Source: an optimization exercise on an open RTL-to-GDS flow (aim: small area, a short achievable clock period and few clock cycles per item). Production flows keep margins and buffers that such runs may drop. In this exercise RTL edits were held to simulation tests only and were not proved equivalent to the original. Power is estimated from default activity; no workload was simulated.

==> flow/design.v (outline; a module is shown in full before it is edited, if it fits) <==
// module conv_pool: 1523 lines
module conv_pool (
	input  logic        clk,
	input  logic        rst_n,
	input  logic        enable,
	input  logic [7:0]  input_data,
	output logic        busy,
	input  logic        wb_cyc,
	input  logic        wb_stb,
	input  logic        wb_we,
	input  logic [3:0]  wb_adr,
	input  logic [7:0]  wb_dat_i,
	output logic        wb_ack,
	output logic [7:0]  wb_dat_o,
	output logic        res_wen,
	output logic [1:0]  res_addr,
	output logic [31:0] res_data,
	output logic [3:0]  res_bytemask,
	output logic        done
);
  // ...
==> flow/flow/run.sh <==
#!/bin/bash
# The standard layout, with timing repair aimed at a tighter setup margin
# than the 10 ns clock needs (the SDC and clock period are unchanged)
bash standard.sh SETUP_SLACK_MARGIN=6.6 finish > standard.log 2>&1
==> flow/standard.sh <==
#!/bin/bash
# synth_recipe.tcl (not shown) runs the flow's synth.tcl, then flattens the netlist and writes it again
# the make line also repeats each setting of config.mk as NAME=value (left out here)
make -C /OpenROAD-flow-scripts/flow DESIGN_CONFIG=/design/flow/config.mk WORK_HOME=/design/flow/orfs CLKGATE_MAP_FILE= SYNTH_SCRIPT=/design/flow/synth_recipe.tcl "${@:-finish}"
==> flow/config.mk <==
export PLATFORM = sky130hd
export DESIGN_NAME = conv_pool
export DESIGN_NICKNAME = conv_pool
export VERILOG_FILES = /design/flow/design.v
export SDC_FILE = /design/flow/constraint.sdc
export NUM_CORES = 4
export LEC_CHECK = 0
export ABC_AREA = 1
export CAP_MARGIN = 20
export CORE_MARGIN = 2
export CORE_UTILIZATION = 40
export CTS_BUF_LIST = sky130_fd_sc_hd__clkbuf_16
export CTS_CLUSTER_DIAMETER = 80
export CTS_CLUSTER_SIZE = 30
export SLEW_MARGIN = 20
==> flow/constraint.sdc <==
create_clock -name core_clock -period 10.0 [get_ports {clk}]
set_input_delay 2.0000 -clock core_clock [delete_from_list [all_inputs] [get_ports {clk}]]
set_output_delay 2.0000 -clock core_clock [all_outputs]
set_load 0.01 [all_outputs]
==> impl_metrics.ini, run 1 <==
[run_status]
run_status = finished clean

[clock_network]
cts_buffers = 24
numClockSinks = 355
clkTransAtPathRegs_ns = 0.10

[yosys]
synth.yosys.seq_area_share_pct = 40.0
synth_simple_gate_area_share_pct = 7.44
synth-compound-area-share_pct = 11.1

[critical_path]
end_kind = flip-flop
r2r_slack_ns = 6.66
rr_startpoint = wenc[3][1]
critPathKind = flip-flop to flip-flop

[placed_design]
dpl.cell_count = 2524
place_hpwl_mm = 33.0
pre_cts_slack_ns = 6.03

[global_routing]
use_met3_pct = 2.59

[detailed_routing]
num_vias = 12588

[floorplan]
io_pins = 76
core_area_sq_um = 45300

[final_layout]
fin_nets = 2215
area_growth_pct = 11.4
seq_share_pct = 36.1
clk_share_pct = 4.61
fin_cells = 2575
utilization_pct = 45.1
n_all_buffers = 75

[power]
powerClk_uw = 1140
Testbench counts, summed over its fixed seeds: cycles 4,416, images 64.
==> run 2: changes to the inputs <==
--- a/flow/config.mk
+++ b/flow/config.mk
@@ -9,7 +9,7 @@
 export CAP_MARGIN = 20
 export CORE_MARGIN = 2
 export CORE_UTILIZATION = 40
-export CTS_BUF_LIST = sky130_fd_sc_hd__clkbuf_16
-export CTS_CLUSTER_DIAMETER = 80
-export CTS_CLUSTER_SIZE = 30
+export CTS_BUF_LIST = sky130_fd_sc_hd__clkbuf_8
+export CTS_CLUSTER_DIAMETER = 50
+export CTS_CLUSTER_SIZE = 18
 export SLEW_MARGIN = 20
==> impl_metrics.ini, run 2 <==
[sta]
tns_ns = 0
final-setup-viol-count = 0
period_share_pct = 32.9
maxSlewViolCount = 0
slew_headroom_pct = 47.5
worst_pin_slew_ns = 0.785
hold_slack_ns = 0.324
fin_skew_ns = 0.0258
fmax_mhz = 304
fin_crit_ns = 3.29
rsz0062_at_grt = no
hold_viol = 0

[detailed_routing]
wl_per_cell_microns = 16.3
routed_wl_mm = 42.5
drc = 0
first_pass_iters = 5
num_vias = 12592
final_antenna_net_count = 0
dr.first_iter.drc_count = 912
viasPerCell = 4.84

[final_layout]
finalInstanceArea_sq_um = 20400
mostFrequentLayoutCell = inv_1
largest_reg_flops = 128
ff_latch_area_sq_um = 7380
regMostFlops = sr
most-common-layout-cells = inv_1, dfxtp_1, nand2_1
reg_top3 = sr x128, wenc x54, cm x24
multi_input_area_sq_um = 9170
drive_gt1_share_pct = 8.04
area_growth_pct = 11.4
diodes = 0
fill_cells = 4313
fin_nets = 2230

[critical_path]
arrival_ns = 3.77
cp_num_buf_inv = 3
cp_max_fo = 8
crit_family = adder cells
critPathKind = flip-flop to flip-flop
worst_path_max_delay_cell = fa_1
cpMostUsedCell = fa_1
required_ns = 10.49
cp-start-kind = flip-flop
max_stage_delay_ns = 0.53
end_kind = flip-flop
crit_path_cell_trace = inv_8, o22ai_4, xor2_2, fa_1, fa_2, fa_1, inv_1, fa_1, inv_1, fa_1

[yosys]
ys_warn_count = 4
synth_top_flop_cell = dfxtp_1
yosysUniqueCellTypes = 45
synth.most_common_cell = inv_1
synth_edf_count = 24
yosysTopAreaCellShare_pct = 36.1
syn-instance-count = 1928
yosysTopAreaCell = dfxtp_1
synth-seq-cells = 355
async_reset_ff_share_pct = 0
syn_area_per_cell_sq_um = 9.52
synth.top_cells.by_count = inv_1, dfxtp_1, nand2_1, xor2_1, fa_1
synth.area.top_cells = dfxtp_1, fa_1, xor2_1
synth_area_sq_um = 18300
synth.yosys.seq_area_share_pct = 40.0

[floorplan]
core_area_sq_um = 45300
die-area_sq_um = 47600
die_width_microns = 218
io_pins = 76
num_rows = 78
start_util_pct = 40.5
die-height_microns = 218

[placed_design]
port_buffers = 67
place_hpwl_mm = 33.0
dpl-instance-area_sq_um = 19300
gp_congestion = 0.925

[clock_network]
cts_buffers = 39
numClockSinks = 355
cts-root-buf = clkbuf_8
htreeDepth = 2
clockBufferDepth = 3
cts_tree = done
clk_latency_ns = 0.61
clkTransAtPathRegs_ns = 0.10

[power]
p_per_area_nw_per_um2 = 167
peakVddDrop_v = 0.000108
leakagePower_uw = 0.00956

[hold_path]
hold_class = flip-flop to flip-flop

[global_routing]
grt_overflow = 0
grt.total_usage_pct = 18.2
grt_pass1_vias = 12671
antenna_found_initial = 0
grt_pass1_wl_mm = 67.5
grt_max_degree = 69

[run_status]
run_status = finished clean

[flow_run]
maxCapViolCount = 0
run 2: cell families (layout without fill, tap and decap cells):
| kind of cell | Yosys count | after routing | share of synthesized area [%] |
|---|---|---|---|
| buffers and inverters | 474 | 545 | 10.6 |
| muxes | 2 | 2 | 0.116 |
| DFF | 355 | 355 | 40.0 |
| adders and majority gates | 232 | 232 | 22.0 |
| and+or+nand+nor | 323 | 323 | 7.44 |
| xor gates and xnor gates | 182 | 182 | 8.69 |
| AOI/OAI and AO/OA | 359 | 359 | 11.1 |
| other | 1 | 4 | 0.0204 |
run 2: layout make-up:
| cell class | count | area share, % |
|---|---|---|
| sequential | 355 | 36.1 |
| inverter | 399 | 7.48 |
| clock inverter | 28 | 1.63 |
| tap | 600 | 3.67 |
| multi-input combinational | 1102 | 44.9 |
| clock buffer | 43 | 2.90 |
| timing repair buffer | 75 | 3.33 |
run 2: what timing repair did:
item | in CTS | in global routing
buffers inserted | 0 | 7
pin swaps | 0 | 12
resized for setup | 68 | 45
hold buffers | 0 | 0
endpoints found under the hold margin | 0 | 0
endpoints found under the setup margin | 77 | 45
run 2: worst paths after layout:
path	from	end	slack (ns)	cells after the start
worst max-delay path	wenc[3][0]	cs1_1_q[3]	6.71	10
worst min-delay path	sr[4][2]	sr[5][2]	0.32	0
worst max register to register	wenc[3][0]	cs1_1_q[3]	6.71	10
worst min register to register	sr[4][2]	sr[5][2]	0.32	0
run 2: metal layers:
layer,routed length [microns],up-vias,track usage [%]
li1,-,6156,-
met1,19200,6022,24.3
met2,19700,333,29.5
met3,2260,81,3.26
met4,1260,0,6.62
met5,0,-,0
run 2: stage by stage:
stage	setup WS, ns	cells	total power, uW	utilization, %
3_3_place_gp	6.05	2524	2320	42.7
3_5_place_dp	6.03	2524	2330	42.7
2_1_floorplan	6.80	1931	2130	-
4_1_cts	6.59	2595	3430	44.7
6_report	6.71	2602	3410	45.1
5_1_grt	6.60	2602	3610	45.1
run 2: power breakdown:
group	switching, uW	internal, uW	total [uW]
combinational	417	300	717
clock	618	479	1100
sequential	59.9	1540	1600
==> run 3: changes to the inputs <==
--- a/flow/config.mk
+++ b/flow/config.mk
@@ -10,6 +10,6 @@
 export CORE_MARGIN = 2
 export CORE_UTILIZATION = 40
 export CTS_BUF_LIST = sky130_fd_sc_hd__clkbuf_8
-export CTS_CLUSTER_DIAMETER = 50
-export CTS_CLUSTER_SIZE = 18
+export CTS_CLUSTER_DIAMETER = 60
+export CTS_CLUSTER_SIZE = 24
 export SLEW_MARGIN = 20
==> impl_metrics.ini, run 3 <==
[floorplan]
io_pins = 76
start_util_pct = 40.5
die-height_microns = 218
core_area_sq_um = 45300
die-area_sq_um = 47600
die_width_microns = 218
num_rows = 78

[yosys]
async_reset_ff_share_pct = 0
syn-instance-count = 1928
synthMuxAreaShare_pct = 0.116
synth.top_cells.by_count = inv_1, dfxtp_1, nand2_1, xor2_1, fa_1
synth_edf_count = 24
ys_warn_count = 4
yosysTopAreaCell = dfxtp_1
synth-adder-area-share_pct = 22.0
synth-compound-area-share_pct = 11.1
yosysUniqueCellTypes = 45
synth.most_common_cell = inv_1
synth_top_flop_cell = dfxtp_1
synth-seq-cells = 355
yosysTopAreaCellShare_pct = 36.1
synth.yosys.seq_area_share_pct = 40.0
synth_simple_gate_area_share_pct = 7.44
synth_xor_xnor_area_share_pct = 8.69
synth_top_family_by_area = adder cells
synth.area.top_cells = dfxtp_1, fa_1, xor2_1
syn_area_per_cell_sq_um = 9.52
synth_area_sq_um = 18300

[global_routing]
grt.total_usage_pct = 18.2
grt_overflow = 0
antenna_found_initial = 0
grt_pass1_vias = 12615
grt_max_degree = 69
grt_pass1_wl_mm = 67.7

[detailed_routing]
final_antenna_net_count = 0
routed_wl_mm = 42.6
wl_per_cell_microns = 16.4
dr.first_iter.drc_count = 965
drc = 0
num_vias = 12557
first_pass_iters = 6
viasPerCell = 4.84

[final_layout]
most-common-layout-cells = inv_1, dfxtp_1, nand2_1
diodes = 0
largest_reg_flops = 128
area_growth_pct = 11.3
fill_cells = 4298
reg_top3 = sr x128, wenc x54, cm x24
drive_gt1_share_pct = 7.97
fin_nets = 2227
mostFrequentLayoutCell = inv_1
regMostFlops = sr
finalInstanceArea_sq_um = 20400

[sta]
worst_pin_slew_ns = 0.803
fin_skew_ns = 0.0288
tns_ns = 0
period_share_pct = 32.9
fin_crit_ns = 3.29
fmax_mhz = 304
slew_headroom_pct = 46.2
final-setup-viol-count = 0
rsz0062_at_grt = yes
maxSlewViolCount = 0
hold_viol = 0

[critical_path]
critPathKind = flip-flop to flip-flop
required_ns = 10.49
rr_startpoint = wenc[3][0]
arrival_ns = 3.79
cp-start-kind = flip-flop
cp_max_fo = 6
crit_start = wenc[3][0]
crit_end = cs1_1_q[3]
r2r_slack_ns = 6.71
ff2ff_path_depth = 10
rr_endpoint = cs1_1_q[3]
end_kind = flip-flop

[clock_network]
cts-root-buf = clkbuf_8
clockBufferDepth = 3
htreeDepth = 2
numClockSinks = 355
clk_latency_ns = 0.63
hold_buffers = 0
cts_tree = done
cts_buffers = 34
clkTransAtPathRegs_ns = 0.12

[power]
peakVddDrop_v = 0.000112
p_sw_uw = 1110
pwr-share-seq_pct = 47.4
p_per_area_nw_per_um2 = 165
p_comb_share_pct = 21.3
pwr-share-clk_pct = 31.3
leakagePower_uw = 0.00954
p_int_uw = 2260
switching_share_pct = 32.9

[placed_design]
place_hpwl_mm = 33.0
dpl-instance-area_sq_um = 19300
port_buffers = 67
gp_congestion = 0.925

[flow_run]
maxCapViolCount = 0

[hold_path]
hold_class = flip-flop to flip-flop

[run_status]
run_status = finished clean
==> run 3: changes by cell type in the layout (fill, tap and decap cells not counted), sizes merged <==
cell,change
clkinv,-6
clkbuf,-5
inv,+5
buf,+2
clkinvlp,-2
bufinv,-1
==> run 3: power by group through the flow <==
stage / clock [uW] / combinational, uW / sequential (uW)
after floorplan: 0 / 519 / 1610
after global placement: 0 / 689 / 1630
after detailed placement: 0 / 700 / 1630
after CTS: 1090 / 686 / 1600
after global routing: 1150 / 811 / 1610
final: 1060 / 716 / 1600
==> run 3: cell families (layout without fill, tap and decap cells) <==
logic type	count (synthesis)	count (layout)
xor gates and xnor gates	182	182
adders and majority gates	232	232
and+or+nand+nor	323	323
other	1	4
DFF	355	355
buffers and inverters	474	538
muxes	2	2
AOI/OAI and AO/OA	359	359
==> run 3: worst min-delay path by stage <==
stage | depth (start not counted) | end | start
floorplan | 0 | cs2_1_q[13] | cs1_0_q[13]
global placement | 0 | sr[12][0] | sr[11][0]
detailed placement | 0 | cs2_1_q[13] | cs1_0_q[13]
CTS | 0 | sr[10][2] | sr[9][2]
global route | 0 | sr[10][2] | sr[9][2]
finish | 0 | sr[6][0] | sr[5][0]
==> run 3: area by class of cell <==
class                           count  area [sq um]  area share, %
Clock buffer                       38           523           2.56
Multi-Input combinational cell   1102          9190           45.0
Inverter                          399          1530           7.48
Timing Repair Buffer               77           696           3.41
Sequential cell                   355          7390           36.2
Clock inverter                     24           343           1.68
Tap cell                          600           751           3.68
==> run 3: per-stage QoR <==
stage	std cells	setup slack [ns]	hold WS, ns	total power (uW)	utilization, %
2_1_floorplan	1931	6.80	0.310	2130	-
3_3_place_gp	2524	6.05	0.310	2320	42.7
3_5_place_dp	2524	6.03	0.312	2330	42.7
4_1_cts	2586	6.61	0.325	3380	44.6
5_1_grt	2595	6.59	0.310	3570	45.1
6_report	2595	6.71	0.326	3370	45.1
==> run 3: critical path, stage by stage (launching register included) <==
cell,delay (ns)
dfxtp_4,0.41
inv_8,0.05
o22ai_4,0.16
xor2_2,0.09
fa_1,0.43
fa_2,0.45
fa_1,0.53
inv_1,0.06
fa_1,0.47
inv_1,0.05
fa_1,0.46
==> run 3: metal layers <==
layer / global-route usage (%) / up-vias / part of all wire, %
li1: - / 6141 / -
met5: 0 / - / 0
met4: 5.80 / 0 / 2.6
met2: 30.0 / 324 / 47
met1: 24.4 / 6019 / 46
met3: 3.09 / 73 / 4.7
==> run 3: what timing repair did <==
| item | 4_1_cts | 5_1_grt |
|---|---|---|
| pin swaps | 1 | 12 |
| gates resized for setup | 71 | 51 |
| endpoints found under the hold margin | 0 | 0 |
| setup buffers | 0 | 9 |
| setup endpoints to repair | 77 | 43 |
| gates cloned | 0 | 0 |
==> run 4: changes to the inputs <==
==> flow/flow/run.sh (replaced) <==
#!/bin/bash
# The standard layout, with timing repair aimed at a tighter setup margin
# than the 10 ns clock needs (the SDC and clock period are unchanged)
bash standard.sh SETUP_SLACK_MARGIN=6.8 finish > standard.log 2>&1
--- a/flow/config.mk
+++ b/flow/config.mk
@@ -10,6 +10,6 @@
 export CORE_MARGIN = 2
 export CORE_UTILIZATION = 40
 export CTS_BUF_LIST = sky130_fd_sc_hd__clkbuf_8
-export CTS_CLUSTER_DIAMETER = 60
-export CTS_CLUSTER_SIZE = 24
+export CTS_CLUSTER_DIAMETER = 50
+export CTS_CLUSTER_SIZE = 18
 export SLEW_MARGIN = 20
==> impl_metrics.ini, run 4 <==
[power]
p_sw_uw = 1120
p_per_area_nw_per_um2 = 166
totalPowerFinal_uw = 3420
pwr-share-seq_pct = 46.7
pwr-share-clk_pct = 31.9
leakagePower_uw = 0.00953
p_int_uw = 2300
p_comb_share_pct = 21.4
switching_share_pct = 32.7
peakVddDrop_v = 0.000111

[flow_run]
maxCapViolCount = 0

[yosys]
synth_xor_xnor_area_share_pct = 8.69
yosysTopAreaCell = dfxtp_1
syn-instance-count = 1928
syn_area_per_cell_sq_um = 9.52
yosysUniqueCellTypes = 45
async_reset_ff_share_pct = 0
synth_edf_count = 24
synth_area_sq_um = 18300
yosysTopAreaCellShare_pct = 36.1
synth.area.top_cells = dfxtp_1, fa_1, xor2_1
synth_top_family_by_area = adder cells
synthMuxAreaShare_pct = 0.116
synth.yosys.seq_area_share_pct = 40.0
synth-adder-area-share_pct = 22.0
synth.top_cells.by_count = inv_1, dfxtp_1, nand2_1, xor2_1, fa_1
synth_simple_gate_area_share_pct = 7.44
synth.most_common_cell = inv_1
synth-seq-cells = 355
ys_warn_count = 4
synth_top_flop_cell = dfxtp_1
synth-compound-area-share_pct = 11.1

[floorplan]
io_pins = 76
num_rows = 78
die-area_sq_um = 47600
core_area_sq_um = 45300
die_width_microns = 218
die-height_microns = 218
start_util_pct = 40.5

[placed_design]
port_buffers = 67
place_hpwl_mm = 32.8
dpl-instance-area_sq_um = 19300
dpl.cell_count = 2524
gp_congestion = 0.932

[final_layout]
mostFrequentLayoutCell = inv_1
most-common-layout-cells = inv_1, dfxtp_1, nand2_1
diodes = 0
regMostFlops = sr
reg_top3 = sr x128, wenc x54, cm x24
largest_reg_flops = 128
fin_nets = 2242
finalInstanceArea_sq_um = 20700
drive_gt1_share_pct = 13.7
fin_cells = 2615
area_growth_pct = 12.6

[detailed_routing]
first_pass_iters = 5
routed_wl_mm = 43.1
viasPerCell = 4.88
num_vias = 12769
final_antenna_net_count = 0
wl_per_cell_microns = 16.5
drc = 0
dr.first_iter.drc_count = 1018

[global_routing]
use_met2_pct = 29.9
grtUsageMet1_pct = 25.0
grt_overflow = 0
grt_max_degree = 69
grt_pass1_wl_mm = 68.6
grt_busiest_layer = met2
use_met3_pct = 3.24
grt.total_usage_pct = 18.5
antenna_found_initial = 0
grt_pass1_vias = 12905

[critical_path]
cp-start-kind = flip-flop
cp_max_fo = 4
end_kind = flip-flop
arrival_ns = 3.73
required_ns = 10.49
critPathKind = flip-flop to flip-flop

[sta]
fin_crit_ns = 3.24
hold_viol = 0
fmax_mhz = 309
slew_headroom_pct = 46.7
worst_pin_slew_ns = 0.796
rsz0062_at_grt = yes
maxSlewViolCount = 0
period_share_pct = 32.4
tns_ns = 0
fin_skew_ns = 0.0499
final-setup-viol-count = 0

[clock_network]
clk_latency_ns = 0.65
cts_buffers = 40
clockBufferDepth = 3
numClockSinks = 355
htreeDepth = 2
clkTransAtPathRegs_ns = 0.10
cts_tree = done
cts-root-buf = clkbuf_8

[run_status]
run_status = finished clean

[hold_path]
hold_class = flip-flop to flip-flop
==> run 4: cell counts after synthesis <==
Identical to the previous run, type by type.
==> run 4: worst paths after layout <==
check | startpoint | slack [ns] | depth (start not counted) | endpoint
setup / recovery | wenc[3][0] | 6.76 | 13 | cs1_1_q[2]
hold / removal | sr[9][0] | 0.31 | 0 | sr[10][0]
hold reg to reg | sr[9][0] | 0.31 | 0 | sr[10][0]
setup reg to reg | wenc[3][0] | 6.76 | 13 | cs1_1_q[2]
==> run 4: what timing repair did <==
item | 4_1_cts | 5_1_grt
pin swaps | 18 | 21
endpoints found under the setup margin | 106 | 63
hold buffers | 0 | 0
resized for setup | 264 | 88
buffers inserted | 12 | 6
==> run 4: routing by layer <==
| layer | wire (microns) | part of all wire (%) |
|---|---|---|
| met5 | 0 | 0 |
| met4 | 1350 | 3.1 |
| met3 | 2320 | 5.4 |
| met2 | 19800 | 46 |
| met1 | 19700 | 46 |
==> run 4: layout make-up <==
type                    instances  area [sq um]
fillers                      4346         24600
inverters                     399          1550
multi-input cells            1102          9330
flip-flops and latches        355          7440
clock inverters                31           334
repair buffers                 86           677
clock buffers                  42           578
well taps                     600           751
==> run 4: worst max-delay path, cell delays in order (launching register included) <==
cell and delay, ns:
dfxtp_4 0.40, inv_8 0.04, o22ai_4 0.15, xor2_2 0.10, fa_2 0.53, inv_2 0.06, a21oi_2 0.10, o21ai_1 0.07
o21ai_1 0.07, inv_1 0.07, fa_2 0.53, inv_2 0.04, fa_2 0.55, fa_1 0.41
==> run 4: cell families (layout without fill, tap and decap cells) <==
kind of cell | Yosys count | after routing
buffers and inverters | 474 | 558
DFF | 355 | 355
xor gates and xnor gates | 182 | 182
AOI/OAI and AO/OA | 359 | 359
and+or+nand+nor | 323 | 323
adders and majority gates | 232 | 232
other | 1 | 4
muxes | 2 | 2
==> run 4: power by group through the flow <==
| stage | sequential, uW | clock, uW | combinational [uW] |
|---|---|---|---|
| detailed placement | 1630 | 0 | 693 |
| global placement | 1630 | 0 | 689 |
| finish | 1600 | 1090 | 732 |
| CTS | 1600 | 1130 | 681 |
| floorplan | 1610 | 0 | 519 |
| global route | 1610 | 1180 | 829 |
==> run 4: stage by stage <==
step	setup slack (ns)	hold slack, ns	util [%]
after floorplan	6.86	0.310	-
after global placement	6.05	0.310	42.7
after detailed placement	6.04	0.312	42.7
after CTS	6.71	0.309	44.8
after global routing	6.68	0.309	45.6
final	6.76	0.312	45.6
==> run 5: changes to the inputs <==
==> flow/flow/run.sh (replaced) <==
#!/bin/bash
# The standard layout, with timing repair aimed at a tighter setup margin
# than the 10 ns clock needs (the SDC and clock period are unchanged), and
# plain buffers on the ports
bash standard.sh SETUP_SLACK_MARGIN=6.6 "BUFFER_PORTS_ARGS=-buffer_cell sky130_fd_sc_hd__buf_2" finish > standard.log 2>&1
==> impl_metrics.ini, run 5 <==
[run_status]
run_status = finished clean

[clock_network]
cts_tree = done
htreeDepth = 2
cts-root-buf = clkbuf_8
cts_buffers = 38
hold_buffers = 0
clkTransAtPathRegs_ns = 0.10
clockBufferDepth = 3
clk_latency_ns = 0.63
numClockSinks = 355

[yosys]
yosysUniqueCellTypes = 45
ys_warn_count = 4
synth.most_common_cell = inv_1
synth.area.top_cells = dfxtp_1, fa_1, xor2_1
yosysTopAreaCell = dfxtp_1
synth_top_flop_cell = dfxtp_1
synth.yosys.seq_area_share_pct = 40.0
async_reset_ff_share_pct = 0
synth_area_sq_um = 18300
synth_edf_count = 24
synth-seq-cells = 355
syn-instance-count = 1928
yosysTopAreaCellShare_pct = 36.1
syn_area_per_cell_sq_um = 9.52
synth.top_cells.by_count = inv_1, dfxtp_1, nand2_1, xor2_1, fa_1

[hold_path]
hold_class = flip-flop to flip-flop
worstHoldStart = sr[9][5]
holdPathStages = 0
hold_end = sr[10][5]

[final_layout]
mostFrequentLayoutCell = inv_1
reg_top3 = sr x128, wenc x54, cm x24
fin_nets = 2240
area_growth_pct = 10.4
fill_cells = 4350
multi_input_area_sq_um = 9240
ff_latch_area_sq_um = 7380
regMostFlops = sr
largest_reg_flops = 128
finalInstanceArea_sq_um = 20300
diodes = 0
most-common-layout-cells = inv_1, dfxtp_1, nand2_1
drive_gt1_share_pct = 12.2

[sta]
rsz0062_at_grt = yes
period_share_pct = 33.0
hold_viol = 0
maxSlewViolCount = 0
tns_ns = 0
worst_pin_slew_ns = 0.799
fin_skew_ns = 0.0453
final-setup-viol-count = 0
fin_crit_ns = 3.30
slew_headroom_pct = 46.5
fmax_mhz = 303

[floorplan]
die-area_sq_um = 47600
start_util_pct = 40.5
die-height_microns = 218
die_width_microns = 218
num_rows = 78
io_pins = 76
core_area_sq_um = 45300

[detailed_routing]
num_vias = 12620
dr.first_iter.drc_count = 995
routed_wl_mm = 42.6
final_antenna_net_count = 0
viasPerCell = 4.83
first_pass_iters = 8
drc = 0
wl_per_cell_microns = 16.3

[critical_path]
cp_max_fo = 9
rr_endpoint = cs1_0_q[11]
cp-start-kind = flip-flop
r2r_slack_ns = 6.70
critPathKind = flip-flop to flip-flop
ff2ff_path_depth = 8
rr_startpoint = wenc[3][3]
end_kind = flip-flop
arrival_ns = 3.80
required_ns = 10.49

[global_routing]
grt_overflow = 0
antenna_found_initial = 1
grt_max_degree = 69
grt.total_usage_pct = 18.2
grt_pass1_wl_mm = 67.6
grt_pass1_vias = 12537

[power]
p_per_area_nw_per_um2 = 166
totalPowerFinal_uw = 3360
leakagePower_uw = 0.00950
peakVddDrop_v = 0.0000956

[placed_design]
dpl-instance-area_sq_um = 19000
gp_congestion = 0.911
place_hpwl_mm = 32.7
port_buffers = 67

[flow_run]
maxCapViolCount = 0
## run 5: changes by cell type in the layout (fill, tap and decap cells not counted), sizes merged
cell,delta
clkbuf,-3
clkinvlp,+2
buf,+20
clkinv,-4
clkdlybuf4s50,-20
bufinv,+1
## run 5: where the power goes
group          internal (uW)  total, uW  switching (uW)
Clock                    444       1050             609
Combinational            292        711             418
Sequential              1530       1600            60.8
Total                   2270       3360            1090
## run 5: final cells by class
| type | count | share of cell area (%) |
|---|---|---|
| well taps | 600 | 3.71 |
| repair buffers | 86 | 2.42 |
| flip-flops and latches | 355 | 36.4 |
| multi-input cells | 1102 | 45.6 |
| clock buffers | 39 | 2.65 |
| inverters | 399 | 7.60 |
| clock inverters | 30 | 1.56 |
## run 5: what timing repair did
action / in CTS / in global routing
endpoints found under the setup margin: 33 / 43
pin swaps: 2 / 16
gates cloned: 0 / 0
resized for setup: 20 / 65
setup buffers: 1 / 17
## run 5: routing by layer
metal | vias up | GRT usage [%] | part of all wire [%] | routed length, microns
met5 | - | 0 | 0 | 0
met4 | 0 | 4.72 | 2.0 | 870
met3 | 54 | 2.85 | 4.1 | 1760
met2 | 292 | 29.8 | 47 | 19800
met1 | 6081 | 25.1 | 47 | 20200
li1 | 6193 | - | - | -
## run 5: cell families (layout without fill, tap and decap cells)
| family | count (synthesis) | count (layout) | synth area share, % |
|---|---|---|---|
| buffers and inverters | 474 | 554 | 10.6 |
| DFF | 355 | 355 | 40.0 |
| and+or+nand+nor | 323 | 323 | 7.44 |
| AOI/OAI and AO/OA | 359 | 359 | 11.1 |
| muxes | 2 | 2 | 0.116 |
| adders and majority gates | 232 | 232 | 22.0 |
| xor gates and xnor gates | 182 | 182 | 8.69 |
| other | 1 | 4 | 0.0204 |
## run 5: how the worst max path moves through the flow
stage	slack, ns	to	start	depth (start not counted)
after global placement	6.07	cm[2][2]	shift_q[0]	19
after detailed placement	6.08	cm[2][5]	shift_q[0]	19
after CTS	6.61	cs1_1_q[2]	wenc[3][0]	13
after floorplan	6.80	conv_q[10]	wenc[8][2]	13
after global routing	6.59	cs1_1_q[2]	wenc[3][0]	13
final	6.70	cs1_0_q[11]	wenc[3][3]	8
## run 5: metrics by stage
stage	setup WS, ns	utilization [%]	instances	hold slack (ns)
floorplan	6.80	-	1931	0.310
global placement	6.07	42.0	2524	0.310
detailed placement	6.08	42.0	2524	0.312
CTS	6.61	44.0	2594	0.323
global route	6.59	44.7	2611	0.319
finish	6.70	44.7	2611	0.322
## run 5: worst max-delay path, cell delays in order (launching register included)
cell,delay [ns]
dfxtp_2,0.41
clkinvlp_4,0.19
o22ai_1,0.25
xor2_1,0.33
fa_1,0.53
fa_1,0.47
fa_1,0.51
inv_1,0.05
fa_1,0.43

[static timing again, ports no longer ideal]
The flow's constraints put no driver on any port. The routed layouts listed below were extracted and timed again, unchanged, in two steps. Step 1 (the two cells are an assumption about what drives the block):
set clk [get_ports {clk}]
set_driving_cell -lib_cell sky130_fd_sc_hd__clkbuf_16 $clk
set_driving_cell -lib_cell sky130_fd_sc_hd__buf_2 [delete_from_list [all_inputs] $clk]
Step 2, shift: input delay + t, output delay - t, t = (earliest + latest rising clock arrival at the registers) / 2. This alone moves slack from input paths to output paths. a / b / c = ideal ports / drivers / drivers and shift; a / b = the first two.
run	t, ns	setup slack, ns	latest minus earliest clock arrival (ns)
run 1	0.611	6.656 / 6.656 / 6.159	0.025 / 0.025
run 2	0.649	6.713 / 6.671 / 6.144	0.033 / 0.033
run 3	0.661	6.707 / 6.667 / 6.142	0.035 / 0.035
run 4	0.673	6.761 / 6.746 / 6.135	0.051 / 0.050
run 5	0.661	6.696 / 6.696 / 6.500	0.046 / 0.045
After both steps setup and hold are still met in every run listed. The setup slack of run 4, which loses most, moves by -0.015 ns with the drivers and by -0.626 ns with both steps.
